What follows belongs to an exercise in optimizing a design on an open flow for small area, a short achievable clock period and few clock cycles; a production flow would make more cautious choices.
Where RTL was checked, it was by simulation tests only, not by an equivalence proof against the original.
No activity file was given, so power comes from the tool's default toggle rates.

==> run a: inputs <==
==> flow/design.v <==
`timescale 1ns/1ps
module cpu16 (
	input  logic clk,
	input  logic arstN,
	output logic iCyc,
	output logic iStb,
	output logic [15:0] iAdr,
	input  logic iAck,
	input  logic [15:0] iDatR,
	output logic dCyc,
	output logic dStb,
	output logic dWe,
	output logic [15:0] dAdr,
	output logic [15:0] dDatW,
	input  logic dAck,
	input  logic [15:0] dDatR,
	output logic halted,
	output logic err
);
	logic [15:0] pc;        
	logic [15:0] ir;
	logic irValid;
	logic [15:0] rf [8];
	logic [7:0] rfValid;    
	logic stopped;
	logic errR;
	logic wEn;              
	logic wLoad;            
	logic [2:0] wDest;
	logic mReq;             
	logic mWe;
	logic [15:0] res;       
	logic [15:0] sDat;      
	logic stall;
	logic [15:0] wVal;
	logic wCommit;
	assign stall = mReq && !dAck;
	assign wVal = wLoad ? dDatR : res;
	assign wCommit = wEn && !stall;
	always_ff @(posedge clk) begin
		if (wCommit) rf[wDest] <= wVal;
	end
	always_ff @(posedge clk or negedge arstN) begin
		if (!arstN) rfValid <= '0;
		else if (wCommit) rfValid[wDest] <= 1'b1;
	end
	logic [4:0] op;
	logic [2:0] rs, rt;
	logic [15:0] a, b;
	logic [15:0] imm5, imm8;
	logic isAddi, isSubi, isBeqz, isBnez, isSt, isLd, isAlu, isHalt, isNop, isIll;
	logic exec, ctl, usesRs, usesRt, loadUse;
	logic sub, useImm, logicOp, regWe, memOp, taken, stop;
	logic [15:0] opB, sum, result;
	assign op = ir[15:11];
	assign rs = ir[10:8];
	assign rt = ir[7:5];
	assign imm5 = {{11{ir[4]}}, ir[4:0]};
	assign imm8 = {{8{ir[7]}}, ir[7:0]};
	assign isHalt = op == 5'b00000;
	assign isNop  = op == 5'b00001;
	assign isAddi = op == 5'b01000;
	assign isSubi = op == 5'b01001;
	assign isBeqz = op == 5'b01100;
	assign isBnez = op == 5'b01101;
	assign isSt   = op == 5'b10000;
	assign isLd   = op == 5'b10001;
	assign isAlu  = op == 5'b11011;
	assign isIll  = !(isHalt || isNop || isAddi || isSubi || isBeqz || isBnez ||
		isSt || isLd || isAlu);
	assign stop = isHalt || isIll;
	assign ctl = isBeqz || isBnez || stop;
	assign usesRs = !(isHalt || isNop || isIll);
	assign usesRt = isSt || isAlu;
	assign loadUse = wEn && wLoad && ((usesRs && fwdA) || (usesRt && fwdB));
	assign exec = irValid && !stall && !loadUse && !stopped && (iAck || !ctl);
	logic fwdA, fwdB;
	logic [7:0] hotA, hotB;
	logic [15:0] rdA, rdB;
	always_comb begin
		rdA = '0;
		rdB = '0;
		for (int i = 0; i < 8; i++) begin
			hotA[i] = rs == 3'(i) && rfValid[i];
			hotB[i] = rt == 3'(i) && rfValid[i];
			rdA = rdA | ({16{hotA[i]}} & rf[i]);
			rdB = rdB | ({16{hotB[i]}} & rf[i]);
		end
	end
	assign a = fwdA ? res : rdA;
	assign b = fwdB ? res : rdB;
	assign useImm = isAddi || isSubi || isSt || isLd;
	assign sub = isSubi || (isAlu && ir[1:0] == 2'b01);
	assign logicOp = isAlu && ir[1];
	assign opB = useImm ? imm5 : b;
	function automatic logic [15:0] addFast(input logic [15:0] x, input logic [15:0] y,
		input logic inv);
		logic [15:0] p, gg, pp;
		p = x ^ y ^ {16{inv}};
		gg = y & (x ^ {16{inv}});
		gg[0] = gg[0] | (p[0] & inv);
		pp = p;
		for (int d = 1; d < 16; d = d * 2) begin
			for (int i = 15; i >= d; i--) begin
				gg[i] = gg[i] | (pp[i] & gg[i - d]);
				pp[i] = pp[i] & pp[i - d];
			end
		end
		addFast = p ^ {gg[14:0], inv};
	endfunction
	assign sum = addFast(a, opB, sub);
	assign result = logicOp ? (ir[0] ? (a & ~b) : (a ^ b)) : sum;
	assign regWe = isAddi || isSubi || isLd || isAlu;
	assign memOp = isLd || isSt;
	assign taken = (isBeqz && a == 16'h0000) || (isBnez && a != 16'h0000);
	logic redirect, accept;
	assign redirect = exec && taken;
	assign accept = iAck && !stopped && (!irValid || exec) && !redirect && !(exec && stop);
	always_ff @(posedge clk or negedge arstN) begin
		if (!arstN) begin
			pc <= '0;
			irValid <= 1'b0;
			stopped <= 1'b0;
			errR <= 1'b0;
			wEn <= 1'b0;
			mReq <= 1'b0;
		end else begin
			if (redirect) pc <= pc + imm8;
			else if (accept) pc <= pc + 16'd2;
			if (accept) irValid <= 1'b1;
			else if (exec || redirect) irValid <= 1'b0;
			if (exec && stop) begin
				stopped <= 1'b1;
				errR <= isIll;
			end
			if (!stall) begin
				wEn <= exec && regWe;
				mReq <= exec && memOp;
			end
		end
	end
	logic [2:0] eDest, wDestN, rsN, rtN;
	logic wEnN;
	assign eDest = isAlu ? ir[4:2] : ir[7:5];
	assign wEnN = stall ? wEn : (exec && regWe);
	assign wDestN = exec ? eDest : wDest;
	assign rsN = accept ? iDatR[10:8] : ir[10:8];
	assign rtN = accept ? iDatR[7:5] : ir[7:5];
	always_ff @(posedge clk) begin
		fwdA <= wEnN && wDestN == rsN;
		fwdB <= wEnN && wDestN == rtN;
	end
	always_ff @(posedge clk) begin
		if (accept) ir <= iDatR;
		if (exec) begin
			wLoad <= isLd;
			wDest <= eDest;
			mWe <= isSt;
			res <= result;
			sDat <= b;
		end
	end
	assign iCyc = !stopped;
	assign iStb = !stopped;
	assign iAdr = pc;
	assign dCyc = mReq;
	assign dStb = mReq;
	assign dWe = mWe;
	assign dAdr = res;
	assign dDatW = sDat;
	assign halted = stopped;
	assign err = errR;
endmodule
==> flow/run.sh <==
#!/bin/bash
# synth_recipe.tcl (not shown) runs the flow's synth.tcl, then flattens the netlist and writes it again
# the make line also repeats each setting of config.mk as NAME=value (left out here)
make -C /OpenROAD-flow-scripts/flow DESIGN_CONFIG=/design/flow/config.mk WORK_HOME=/design/flow/orfs CLKGATE_MAP_FILE= SYNTH_SCRIPT=/design/flow/synth_recipe.tcl finish
==> flow/config.mk <==
export PLATFORM = sky130hd
export DESIGN_NAME = cpu16
export DESIGN_NICKNAME = cpu16
export VERILOG_FILES = /design/flow/design.v
export SDC_FILE = /design/flow/constraint.sdc
export NUM_CORES = 4
export LEC_CHECK = 0
export CAP_MARGIN = 20
export CORE_MARGIN = 2
export CORE_UTILIZATION = 40
export SETUP_SLACK_MARGIN = 2.5
export SLEW_MARGIN = 20
==> flow/constraint.sdc <==
create_clock -name core_clock -period 6.0 [get_ports {clk}]
set_input_delay 1.2000 -clock core_clock [delete_from_list [all_inputs] [get_ports {clk}]]
set_output_delay 1.2000 -clock core_clock [all_outputs]
set_load 0.01 [all_outputs]
==> run b: changes against run a <==
==> flow/design.v, changed modules only <==
module cpu16 (
	input  logic clk,
	input  logic arstN,
	output logic iCyc,
	output logic iStb,
	output logic [15:0] iAdr,
	input  logic iAck,
	input  logic [15:0] iDatR,
	output logic dCyc,
	output logic dStb,
	output logic dWe,
	output logic [15:0] dAdr,
	output logic [15:0] dDatW,
	input  logic dAck,
	input  logic [15:0] dDatR,
	output logic halted,
	output logic err
);
	logic [15:0] pc;
	logic [15:0] rf [8];
	logic [7:0] rfValid;    
	logic stopped;
	logic errR;
	logic wEn;              
	logic wLoad;            
	logic [2:0] wDest;
	logic mReq;             
	logic mWe;
	logic [15:0] res;       
	logic [15:0] sDat;      
	logic stall;
	logic [15:0] wVal;
	logic wCommit;
	assign stall = mReq && !dAck;
	assign wVal = wLoad ? dDatR : res;
	assign wCommit = wEn && !stall;
	always_ff @(posedge clk) begin
		if (wCommit) rf[wDest] <= wVal;
	end
	always_ff @(posedge clk or negedge arstN) begin
		if (!arstN) rfValid <= '0;
		else if (wCommit) rfValid[wDest] <= 1'b1;
	end
	logic [15:0] ins;
	logic [4:0] op;
	logic [2:0] rs, rt;
	logic [15:0] a, b;
	logic [15:0] imm5, imm8;
	logic isAddi, isSubi, isBeqz, isBnez, isSt, isLd, isAlu, isHalt, isNop, isIll;
	logic exec;
	logic sub, useImm, logicOp, regWe, memOp, taken, stop;
	logic [15:0] opB, sum, result, pcNext;
	assign ins = iDatR;
	assign op = ins[15:11];
	assign rs = ins[10:8];
	assign rt = ins[7:5];
	assign imm5 = {{11{ins[4]}}, ins[4:0]};
	assign imm8 = {{8{ins[7]}}, ins[7:0]};
	assign isHalt = op == 5'b00000;
	assign isNop  = op == 5'b00001;
	assign isAddi = op == 5'b01000;
	assign isSubi = op == 5'b01001;
	assign isBeqz = op == 5'b01100;
	assign isBnez = op == 5'b01101;
	assign isSt   = op == 5'b10000;
	assign isLd   = op == 5'b10001;
	assign isAlu  = op == 5'b11011;
	assign isIll  = !(isHalt || isNop || isAddi || isSubi || isBeqz || isBnez ||
		isSt || isLd || isAlu);
	assign stop = isHalt || isIll;
	assign exec = iAck && !stall && !stopped;
	logic fwdA, fwdB;
	logic [7:0] hotA, hotB;
	logic [15:0] rdA, rdB;
	assign fwdA = wEn && wDest == rs;
	assign fwdB = wEn && wDest == rt;
	always_comb begin
		rdA = '0;
		rdB = '0;
		for (int i = 0; i < 8; i++) begin
			hotA[i] = rs == 3'(i) && rfValid[i];
			hotB[i] = rt == 3'(i) && rfValid[i];
			rdA = rdA | ({16{hotA[i]}} & rf[i]);
			rdB = rdB | ({16{hotB[i]}} & rf[i]);
		end
	end
	assign a = fwdA ? wVal : rdA;
	assign b = fwdB ? wVal : rdB;
	assign useImm = isAddi || isSubi || isSt || isLd;
	assign sub = isSubi || (isAlu && ins[1:0] == 2'b01);
	assign logicOp = isAlu && ins[1];
	assign opB = useImm ? imm5 : b;
	function automatic logic [15:0] addFast(input logic [15:0] x, input logic [15:0] y,
		input logic inv);
		logic [15:0] p, gg, pp;
		p = x ^ y ^ {16{inv}};
		gg = y & (x ^ {16{inv}});
		gg[0] = gg[0] | (p[0] & inv);
		pp = p;
		for (int d = 1; d < 16; d = d * 2) begin
			for (int i = 15; i >= d; i--) begin
				gg[i] = gg[i] | (pp[i] & gg[i - d]);
				pp[i] = pp[i] & pp[i - d];
			end
		end
		addFast = p ^ {gg[14:0], inv};
	endfunction
	assign sum = addFast(a, opB, sub);
	assign result = logicOp ? (ins[0] ? (a & ~b) : (a ^ b)) : sum;
	assign regWe = isAddi || isSubi || isLd || isAlu;
	assign memOp = isLd || isSt;
	assign taken = (isBeqz && a == 16'h0000) || (isBnez && a != 16'h0000);
	assign pcNext = taken ? pc + 16'd2 + imm8 : pc + 16'd2;
	always_ff @(posedge clk or negedge arstN) begin
		if (!arstN) begin
			pc <= '0;
			stopped <= 1'b0;
			errR <= 1'b0;
			wEn <= 1'b0;
			mReq <= 1'b0;
		end else begin
			if (exec) begin
				pc <= pcNext;
				if (stop) begin
					stopped <= 1'b1;
					errR <= isIll;
				end
			end
			if (!stall) begin
				wEn <= exec && regWe;
				mReq <= exec && memOp;
			end
		end
	end
	always_ff @(posedge clk) begin
		if (exec) begin
			wLoad <= isLd;
			wDest <= isAlu ? ins[4:2] : ins[7:5];
			mWe <= isSt;
			res <= result;
			sDat <= b;
		end
	end
	assign iCyc = !stopped;
	assign iStb = !stopped;
	assign iAdr = pc;
	assign dCyc = mReq;
	assign dStb = mReq;
	assign dWe = mWe;
	assign dAdr = res;
	assign dDatW = sDat;
	assign halted = stopped;
	assign err = errR;
endmodule
==> flow/flow/run.sh (new file) <==
#!/bin/bash
# The standard layout, with buf_2 as the buffer that buffer_ports puts on
# every input and output port. make's full output goes to standard.log.
set -euo pipefail
bash standard.sh "BUFFER_PORTS_ARGS=-buffer_cell sky130_fd_sc_hd__buf_2" finish > standard.log 2>&1
==> flow/standard.sh (new file) <==
#!/bin/bash
# synth_recipe.tcl (not shown) runs the flow's synth.tcl, then flattens the netlist and writes it again
# the make line also repeats each setting of config.mk as NAME=value (left out here)
make -C /OpenROAD-flow-scripts/flow DESIGN_CONFIG=/design/flow/config.mk WORK_HOME=/design/flow/orfs CLKGATE_MAP_FILE= SYNTH_SCRIPT=/design/flow/synth_recipe.tcl "${@:-finish}"
- SETUP_SLACK_MARGIN: 2.5 -> 2.3
- TNS_END_PERCENT: not set -> 5
removed: flow/run.sh
==> notes.md <==
item	run a	run b
Critical Path Stages	15	18
Data required time at the worst endpoint	6.40 ns	6.21 ns
Placed Area	0.0136 mm^2	0.0123 mm^2
Share of synthesized cell area in and, or, nand and nor gates	11.6%	11.2%
Number of storage elements in the synthesis netlist	212	193
Max FO, Critical Path	7	11
Path depth of the worst reg2reg path	15	16
CLK BUF	27	17
Proportion of layout cells with a drive suffix above 1	21.2%	28.1%
Slack of the worst reg-to-reg path	2.06 ns	2.03 ns
Count of routing violations after the opening detailed-route iteration	1708	1082
Vias per inst	6.12	5.92
Starting density of the core	40.9%	40.6%
Count of multi-input gates	744	707
Post-DP HPWL	25100 um	23300 um
Sequential portion of the cell area	39.6%	40.1%
Non-Clock Buffer Count	202	195
Critical Path Sink	res[13]$_DFFE_PN_	res[14]$_DFFE_PP_
Final nets	1334	1261
Status	complete, no violations	complete, no violations
Cell-internal power	0.00338 W	0.00254 W
Met1 demand-to-capacity share in global routing	35.5%	32.2%
Testbench counts of run b, summed over its fixed seeds: cycles 70,213.
Function not checked in run a: the RTL went through the layout flow alone.

-- re-timing with driven ports --
The flow's constraints put no driver on any port. The routed layouts listed below were extracted and timed again, unchanged, in two steps.
Step 1 (the two cells are an assumption about what drives the block):
set clk [get_ports {clk}]
set_driving_cell -lib_cell sky130_fd_sc_hd__clkbuf_16 $clk
set_driving_cell -lib_cell sky130_fd_sc_hd__buf_2 [delete_from_list [all_inputs] $clk]
Step 2, shift: input delay + t, output delay - t, t = (earliest + latest rising clock arrival at the registers) / 2. This alone moves slack from input paths to output paths.
a / b / c = no drivers / after step 1 / after step 2; a / b = the first two.
run | shift t [ns] | setup WS [ns] | pins driven straight from the clock port
run a | 0.577 | 2.062 / 2.062 / 1.750 | 1
run b | 0.499 | 1.775 / 1.725 / 1.226 | 1
After both steps every run listed still meets setup and hold. For run b, which loses most, drivers alone change the setup slack by -0.050 ns; drivers and shift together by -0.549 ns.
